What follows belongs to an exercise in optimizing a design on an open flow for small area; a production flow would make more cautious choices. In this exercise RTL edits were held to simulation tests only and were not proved equivalent to the original. The clock port is modelled as an ideal driver; clocking choices that lean on that would not hold on a real chip. No activity file was given, so power comes from the tool's default toggle rates.

== MS ==
Design multi_adc_processing, start of the top module:
module multi_adc_processing
#(
   parameter int          N_CH           = 3,
   parameter int          DATA_W         = 16,
   parameter int          DEPTH          = 16,
   parameter int unsigned SCALING_FACTOR = 310866,
   parameter int          SCALE_W        = 20,
   parameter int          SHIFT_FACTOR   = 19,
   parameter int unsigned OFFSET         = 0
) (
   input  logic                   clk,
   input  logic                   reset,
   input  logic [N_CH-1:0]        sample_valid,
   input  logic [N_CH*DATA_W-1:0] sample_data,
   input  logic                   clear_overrun,
   output logic [N_CH*DATA_W-1:0] ave_data,
   output logic [N_CH*DATA_W-1:0] scaled_data,
   output logic [N_CH-1:0]        update_valid,
   output logic [N_CH-1:0]        primed,
   output logic [N_CH-1:0]        overrun
);
clock: 10.0 ns
lec_check: 0
cap_margin: 20
core_margin: 2
core_utilization: 45
cts_cluster_diameter: 100
cts_cluster_size: 30
place_density: 0.6
slew_margin: 20
run.sh (not shown) runs the stock make flow with config.mk's settings and CLKGATE_MAP_FILE= SYNTH_SCRIPT=/design/flow/synth_recipe.tcl, a recipe that flattens the netlist after the stock synthesis.
No stage failed in MS, and the final checks on the layout all came back clean.
Setup changes, MS to AL
Settings: removing CTS_CLUSTER_DIAMETER (formerly 100); removing CTS_CLUSTER_SIZE (formerly 30).
## What came out
AL completed end to end with timing, DRC and antenna clean. Summary — power consumption, AL relative to MS: higher, by 12%. The wire length of AL is higher than that of MS. AL against MS: worst setup slack lower; post-cts sizing count lower; data-path buffer share of cell area in the final layout lower; global-route usage over all layers higher.

* * *

Another version of the RTL of multi_adc_processing (not shown whole).
Size: about 160 I/O pins, about 0.034 mm² of cells after synthesis.
==> flow/config.mk <==
export PLATFORM = sky130hd
export DESIGN_NAME = multi_adc_processing
export DESIGN_NICKNAME = multi_adc_processing
export VERILOG_FILES = /design/flow/design.v
export SDC_FILE = /design/flow/constraint.sdc
export NUM_CORES = 4
export LEC_CHECK = 0
export CAP_MARGIN = 20
export CORE_MARGIN = 2
export CORE_UTILIZATION = 45
export CTS_CLUSTER_DIAMETER = 100
export CTS_CLUSTER_SIZE = 30
export PLACE_DENSITY = 0.6
export SLEW_MARGIN = 20
==> flow/constraint.sdc <==
create_clock -name core_clock -period 10.0 [get_ports {clk}]
set_input_delay 2.0000 -clock core_clock [delete_from_list [all_inputs] [get_ports {clk}]]
set_output_delay 2.0000 -clock core_clock [all_outputs]
set_load 0.01 [all_outputs]
standard.sh (not shown) runs the stock make flow with config.mk's settings and CLKGATE_MAP_FILE= SYNTH_SCRIPT=/design/flow/synth_recipe.tcl, a recipe that flattens the netlist after the stock synthesis.
==> flow/flow/run.sh <==
#!/bin/bash
# Layout: the standard flow (standard.sh, standard synthesis included), with
# two ORFS arguments changed:
#  - buffer_ports gives every input and output port the smallest buffer, buf_1;
#  - clock_tree_synthesis clusters up to 30 sinks within 100 um per leaf buffer
#    and adds no dummy loads.
# make's full output goes to standard.log in the work folder; ORFS's own step
# logs are under orfs/logs/.
set -euo pipefail
export BUFFER_PORTS_ARGS="-buffer_cell sky130_fd_sc_hd__buf_1"
export CTS_ARGS="-sink_clustering_enable -repair_clock_nets -sink_clustering_size 24 -sink_clustering_max_diameter 80 -buf_list {sky130_fd_sc_hd__clkbuf_8 sky130_fd_sc_hd__clkbuf_16} -dont_use_dummy_load"
bash standard.sh > standard.log 2>&1
Next try:
==> flow/run.sh (new file) <==
#!/bin/bash
# synth_recipe.tcl (not shown) runs the flow's synth.tcl, then flattens the netlist and writes it again
# the make line also repeats each setting of config.mk as NAME=value (left out here)
make -C /OpenROAD-flow-scripts/flow DESIGN_CONFIG=/design/flow/config.mk WORK_HOME=/design/flow/orfs CLKGATE_MAP_FILE= SYNTH_SCRIPT=/design/flow/synth_recipe.tcl finish
removed: flow/flow/run.sh
removed: flow/standard.sh
After rerunning: Clock-buffer cell count increases by 10; die area does not change; hold slack is better by 0.0031 ns; synthesized cell count stays the same; via count came out lower by about 0.45%; clock skew fell by 0.056 ns; fmax barely changes; routed wire length rises by 2.3%; sequential share of layout area falls by 1.8 points; core utilization increases by 1.2 points; sequential power is about the same.
Next try:
==> flow/flow/run.sh (new file) <==
#!/bin/bash
# Layout: the standard flow (standard.sh, standard synthesis included), with
# two ORFS arguments changed:
#  - buffer_ports gives every input and output port the smallest buffer, buf_1;
#  - clock_tree_synthesis clusters up to 30 sinks within 100 um per leaf buffer
#    and adds no dummy loads.
# make's full output goes to standard.log in the work folder; ORFS's own step
# logs are under orfs/logs/.
set -euo pipefail
export BUFFER_PORTS_ARGS="-buffer_cell sky130_fd_sc_hd__buf_1"
export CTS_ARGS="-sink_clustering_enable -repair_clock_nets -sink_clustering_size 16 -sink_clustering_max_diameter 60 -buf_list sky130_fd_sc_hd__clkbuf_8 -dont_use_dummy_load"
bash standard.sh > standard.log 2>&1
==> flow/standard.sh (new file) <==
#!/bin/bash
# synth_recipe.tcl (not shown) runs the flow's synth.tcl, then flattens the netlist and writes it again
# the make line also repeats each setting of config.mk as NAME=value (left out here)
make -C /OpenROAD-flow-scripts/flow DESIGN_CONFIG=/design/flow/config.mk WORK_HOME=/design/flow/orfs CLKGATE_MAP_FILE= SYNTH_SCRIPT=/design/flow/synth_recipe.tcl "${@:-finish}"
removed: flow/run.sh
Total power falls by about 3.3%.
Via count rises by 1.0%.
Sequential share of layout area rises by 2.2 points.
Area after synthesis is unchanged.
Cell count rises by 0.51%.
Maximum frequency hardly moves.
Next try:
==> flow/run.sh (new file) <==
#!/bin/bash
# synth_recipe.tcl (not shown) runs the flow's synth.tcl, then flattens the netlist and writes it again
# the make line also repeats each setting of config.mk as NAME=value (left out here)
make -C /OpenROAD-flow-scripts/flow DESIGN_CONFIG=/design/flow/config.mk WORK_HOME=/design/flow/orfs CLKGATE_MAP_FILE= SYNTH_SCRIPT=/design/flow/synth_recipe.tcl finish
- CTS_CLUSTER_DIAMETER: 100 -> 80
- CTS_CLUSTER_SIZE: 30 -> 25
removed: flow/flow/run.sh
removed: flow/standard.sh
Outcome:
- via count goes down by 0.30%
- total power rises by 5.4%
- non-clock buffer count increases by 1
- flip-flop and latch count stays the same
- hold slack loses 0.012 ns
- count of clock-buffer cells in the layout is lower by 1
- setup slack is about the same
- die area is unchanged
Next try:
==> flow/flow/run.sh (new file) <==
#!/bin/bash
# Layout: the standard flow (standard.sh, standard synthesis included), with
# two ORFS arguments changed:
#  - buffer_ports gives every input and output port the smallest buffer, buf_1;
#  - clock_tree_synthesis clusters up to 30 sinks within 100 um per leaf buffer
#    and adds no dummy loads.
# make's full output goes to standard.log in the work folder; ORFS's own step
# logs are under orfs/logs/.
set -euo pipefail
export BUFFER_PORTS_ARGS="-buffer_cell sky130_fd_sc_hd__buf_1"
export CTS_ARGS="-sink_clustering_enable -repair_clock_nets -sink_clustering_size 20 -sink_clustering_max_diameter 70 -buf_list sky130_fd_sc_hd__clkbuf_8 -dont_use_dummy_load"
bash standard.sh > standard.log 2>&1
==> flow/standard.sh (new file) <==
#!/bin/bash
# synth_recipe.tcl (not shown) runs the flow's synth.tcl, then flattens the netlist and writes it again
# the make line also repeats each setting of config.mk as NAME=value (left out here)
make -C /OpenROAD-flow-scripts/flow DESIGN_CONFIG=/design/flow/config.mk WORK_HOME=/design/flow/orfs CLKGATE_MAP_FILE= SYNTH_SCRIPT=/design/flow/synth_recipe.tcl "${@:-finish}"
- CTS_CLUSTER_DIAMETER: 80 -> 100
- CTS_CLUSTER_SIZE: 25 -> 30
removed: flow/run.sh
Result: Cell area is lower by a few percent; combinational power drops by a few percent; area after synthesis does not change; die area is unchanged; routed wire length went down by a few percent; hold slack improved by 0.0094 ns; global-route usage is lower by 0.15 points; cell count fell slightly; flip-flop and latch count does not change; clock-buffer cell count drops by 19.

separate check: timing with driven ports:
In the flow no input, the clock included, has a driving cell. The finished layouts below were timed again as built, in two steps. Step 1 assumes that a clkbuf_16 drives the clock port and a buf_2 every other input. Step 2 times the ports against the registers' clock, not the clock port: input delays grow and output delays shrink by t, the midpoint of the rising clock arrivals with the driver on. a / b / c = ideal ports / drivers / drivers and shift; a / b = the first two.
run | t (ns) | setup WS [ns] | hold WS [ns] | clock arrival spread, ns
MS | 0.669 | 0.470 / 0.470 / 0.470 | 0.334 / 0.334 / 0.334 | 0.032 / 0.032
AL | 0.691 | 0.407 / 0.407 / 0.407 | 0.325 / 0.325 / 0.325 | 0.024 / 0.025
the first run of note 2 | 0.653 | 0.351 / 0.351 / 0.351 | 0.333 / 0.333 / 0.333 | 0.100 / 0.099
the second run of note 2 | 0.668 | 0.337 / 0.337 / 0.337 | 0.336 / 0.336 / 0.336 | 0.044 / 0.044
the third run of note 2 | 0.707 | 0.356 / 0.356 / 0.356 | 0.334 / 0.334 / 0.334 | 0.106 / 0.105
the fourth run of note 2 | 0.676 | 0.355 / 0.355 / 0.355 | 0.322 / 0.322 / 0.322 | 0.030 / 0.031
the fifth run of note 2 | 0.718 | 0.395 / 0.395 / 0.395 | 0.331 / 0.331 / 0.331 | 0.111 / 0.111
After both steps every run listed still meets setup and hold.
